Context: an optimization exercise on an open-source flow, tuned for small area, a short achievable clock period and few clock cycles per item. The choices shown serve that exercise and are no tape-out recipe. Only simulation tests tie the RTL to the original design; equivalence was not proved.

alpha:
Design iterative_karatsuba_hs, start of the top module:
module iterative_karatsuba_hs (
    input  logic        clk,
    input  logic        rst,
    input  logic        enable,
    input  logic        in_valid,
    output logic        in_ready,
    input  logic        signed_mode,
    input  logic [31:0] A,
    input  logic [31:0] B,
    output logic        out_valid,
    input  logic        out_ready,
    output logic [63:0] C,
    output logic        busy
);
Size: about 2900 cells after synthesis, about 140 I/O pins, about 34000 um2 of cells after synthesis.
clock: 9.5 ns
lec_check: 0
abc_area: 1
cap_margin: 20
core_margin: 2
core_utilization: 55
slew_margin: 20
standard.sh (not shown) runs the stock make flow with config.mk's settings and CLKGATE_MAP_FILE= SYNTH_SCRIPT=/design/flow/synth_recipe.tcl, a recipe that flattens the netlist after the stock synthesis.
==> flow/flow/run.sh <==
#!/bin/bash
set -euo pipefail
MARGIN=${MARGIN:-5.3}
R=orfs/results/sky130hd/iterative_karatsuba_hs/base
bash standard.sh synth > standard_synth.log 2>&1
cp $R/1_2_yosys.v $R/1_2_yosys.std.v
python3 flow/fa_polarity.py $R/1_2_yosys.std.v $R/1_2_yosys.pol.v > fa_polarity.log 2>&1
sleep 1
cp $R/1_2_yosys.pol.v $R/1_2_yosys.v
bash standard.sh SETUP_SLACK_MARGIN=$MARGIN "BUFFER_PORTS_ARGS=-buffer_cell sky130_fd_sc_hd__buf_1" finish > standard_flow.log 2>&1
Other scripts of this flow, unchanged in this note and not shown: flow/flow/fa_polarity.py
Testbench counts of alpha, summed over its fixed seeds: cycles 2,072, items 2,048.
--- input diff alpha..beta ---
--- a/flow/flow/run.sh
+++ b/flow/flow/run.sh
@@ -2,3 +2,3 @@
 set -euo pipefail
-MARGIN=${MARGIN:-5.3}
+MARGIN=${MARGIN:-5.1}
 R=orfs/results/sky130hd/iterative_karatsuba_hs/base
Notes after the runs:
As far as synthesized cell count goes, beta and alpha are indistinguishable; the numbers are identical.
beta against alpha: via count has decreased, global-route usage has decreased, met3 usage has decreased, wire length has decreased.

---

v37:
iterative_karatsuba_hs, a different RTL version from the one above (not shown whole).
For scale: roughly 4700 cells after synthesis, ~460 flip-flops, about 140 I/O pins, roughly 0.043 mm^2 of cells after synthesis.
==> flow/config.mk <==
export PLATFORM = sky130hd
export DESIGN_NAME = iterative_karatsuba_hs
export DESIGN_NICKNAME = iterative_karatsuba_hs
export VERILOG_FILES = /design/flow/design.v
export SDC_FILE = /design/flow/constraint.sdc
export NUM_CORES = 4
export LEC_CHECK = 0
export ABC_AREA = 1
export CAP_MARGIN = 20
export CORE_MARGIN = 2
export CORE_UTILIZATION = 55
export SETUP_SLACK_MARGIN = 5
export SLEW_MARGIN = 20
==> flow/constraint.sdc <==
create_clock -name core_clock -period 9.5 [get_ports {clk}]
set_input_delay 1.9000 -clock core_clock [delete_from_list [all_inputs] [get_ports {clk}]]
set_output_delay 1.9000 -clock core_clock [all_outputs]
set_load 0.01 [all_outputs]
run.sh (not shown) runs the stock make flow with config.mk's settings and CLKGATE_MAP_FILE= SYNTH_SCRIPT=/design/flow/synth_recipe.tcl, a recipe that flattens the netlist after the stock synthesis.
Stock flow here: none of the scripts above is used.
Testbench counts of v37, summed over its fixed seeds: cycles 2,072, items 2,048.
### v37 -> v27
==> flow/flow/run.sh (new file) <==
#!/bin/bash
set -euo pipefail
MARGIN=${MARGIN:-6.0}
bash standard.sh SETUP_SLACK_MARGIN=$MARGIN finish > standard_flow.log 2>&1
==> flow/standard.sh (new file) <==
#!/bin/bash
# synth_recipe.tcl (not shown) runs the flow's synth.tcl, then flattens the netlist and writes it again
# the make line also repeats each setting of config.mk as NAME=value (left out here)
make -C /OpenROAD-flow-scripts/flow DESIGN_CONFIG=/design/flow/config.mk WORK_HOME=/design/flow/orfs CLKGATE_MAP_FILE= SYNTH_SCRIPT=/design/flow/synth_recipe.tcl "${@:-finish}"
--- a/flow/config.mk
+++ b/flow/config.mk
@@ -11,2 +11 @@
-export CORE_UTILIZATION = 55
-export SETUP_SLACK_MARGIN = 5
+export CORE_UTILIZATION = 45
removed: flow/run.sh
Notes after the runs:
- v27 | stages: all done | timing, DRC, antenna: all pass
- Global-route usage for v27 is lower than for v37.
- Relative to v37, v27 improves minimum setup slack in the final design.
- Per the comparison of v27 with v37, via count of the first global-routing pass went up 826; placed cell count rose 225.
- Re count of cells along the worst register-to-register path: v37 was higher than v27.

---

## build 38
iterative_karatsuba_hs, a different RTL version from the one above (not shown whole).
Size in the first run: ~140 I/O pins, ~32000 um2 of cells after synthesis.
clock: 9.5 ns
lec_check: 0
abc_area: 1
cap_margin: 20
core_margin: 2
core_utilization: 45
slew_margin: 20
standard.sh (not shown) runs the stock make flow with config.mk's settings and CLKGATE_MAP_FILE= SYNTH_SCRIPT=/design/flow/synth_recipe.tcl, a recipe that flattens the netlist after the stock synthesis.
==> flow/flow/run.sh <==
#!/bin/bash
set -euo pipefail
MARGIN=${MARGIN:-5.3}
R=orfs/results/sky130hd/iterative_karatsuba_hs/base
bash standard.sh synth > standard_synth.log 2>&1
cp $R/1_2_yosys.v $R/1_2_yosys.std.v
python3 flow/fa_polarity.py $R/1_2_yosys.std.v $R/1_2_yosys.pol.v > fa_polarity.log 2>&1
sleep 1
cp $R/1_2_yosys.pol.v $R/1_2_yosys.v
bash standard.sh SETUP_SLACK_MARGIN=$MARGIN finish > standard_flow.log 2>&1
Other scripts of this flow, unchanged in this note and not shown: flow/flow/fa_polarity.py
Build 38 reached the end of the flow, and the finished layout is clean on the timing, design-rule and antenna checks.
Testbench counts of build 38, summed over its fixed seeds: cycles 2,072, items 2,048.
[inputs] build 89 vs build 38
# build 38
export LEC_CHECK = 0
export ABC_AREA = 1
export CAP_MARGIN = 20
export CORE_MARGIN = 2
export CORE_UTILIZATION = 45
export SLEW_MARGIN = 20
create_clock -name core_clock -period 9.5 [get_ports {clk}]
# build 89
export LEC_CHECK = 0
export ABC_AREA = 1
export CAP_MARGIN = 20
export CORE_MARGIN = 2
export CORE_UTILIZATION = 62
export SLEW_MARGIN = 20
create_clock -name core_clock -period 9.5 [get_ports {clk}]
-- flow/flow/run.sh --
<<< build 38, line 9
cp $R/1_2_yosys.pol.v $R/1_2_yosys.v
bash standard.sh SETUP_SLACK_MARGIN=$MARGIN finish > standard_flow.log 2>&1
>>> build 89, line 9
cp $R/1_2_yosys.pol.v $R/1_2_yosys.v
bash standard.sh SETUP_SLACK_MARGIN=$MARGIN "BUFFER_PORTS_ARGS=-buffer_cell sky130_fd_sc_hd__buf_1" finish > standard_flow.log 2>&1
### Flow results
Cmp build 89 vs build 38: global-route met1 utilization higher in build 89
Compared with build 38, build 89 shows a sequential share of layout area that is 0.95 points higher.
Diff build 38 -> build 89: maximum frequency went down 0.75%, clock buffer instance count of the final layout went up 3.
Number of inserted filler cells in the final layout (higher): build 38
Worst-case setup margin in the final layout for build 89: 32 ps down relative to build 38
Setup changes, build 89 to build 82
# build 89
export LEC_CHECK = 0
export ABC_AREA = 1
export CAP_MARGIN = 20
export CORE_MARGIN = 2
export CORE_UTILIZATION = 62
export SLEW_MARGIN = 20
create_clock -name core_clock -period 9.5 [get_ports {clk}]
# build 82
export LEC_CHECK = 0
export ABC_AREA = 1
export CAP_MARGIN = 20
export CORE_MARGIN = 2
export CORE_UTILIZATION = 55
export SLEW_MARGIN = 20
create_clock -name core_clock -period 9.5 [get_ports {clk}]
Results
- Per the final summary, build 82 finished and its layout is clean on timing, DRC and antenna.
- | share of post-route cells with drive strength above 1 | build 82 vs build 89 | 0.44 points higher |
- Going from build 89 to build 82, cell count grew by about 2.2%, number of iterations in the first detailed-routing pass shrank by 3, global routing usage on met3 shrank by 2.4 points.
- Diff build 89..build 82 | register share of the cell area | negligible
- Build 82 vs build 89 — post-route minimum period dropped 14 ps.
- A uppermost metal layer occupied by signal nets of met4 is what build 82 shows, while met5 belongs to build 89.

[separate check: timing with driven ports]
No port has a modelled driver above. Below, the same layouts with a new extraction and two added sets of constraints.
Step 1 assumes that a clkbuf_16 drives the clock port and a buf_2 every other input.
Step 2 moves the port delays by t, midway between the first and last clock arrival at a register: inputs arrive t later, outputs are due t later. That takes back most of the time a late clock gives input paths.
Slacks: ideal / step 1 / step 2; pairs: ideal / step 1.
| run | shift t [ns] | setup slack, ns | worst register clock-pin slew, ns |
|---|---|---|---|
| alpha | 0.634 | 5.293 / 5.273 / 4.887 | 0.07 / 0.07 |
| beta | 0.633 | 5.094 / 5.094 / 5.094 | 0.07 / 0.07 |
| v37 | 0.694 | 5.133 / 5.133 / 4.846 | 0.07 / 0.07 |
| v27 | 0.728 | 6.021 / 5.985 / 5.464 | 0.07 / 0.07 |
| build 38 | 0.681 | 5.265 / 5.250 / 4.997 | 0.08 / 0.08 |
| build 89 | 0.665 | 5.233 / 5.233 / 5.157 | 0.07 / 0.07 |
| build 82 | 0.642 | 5.247 / 5.242 / 5.073 | 0.07 / 0.07 |
After both steps every run listed still meets setup and hold. For v27, which loses most, drivers alone change the setup slack by -0.036 ns; drivers and shift together by -0.557 ns.
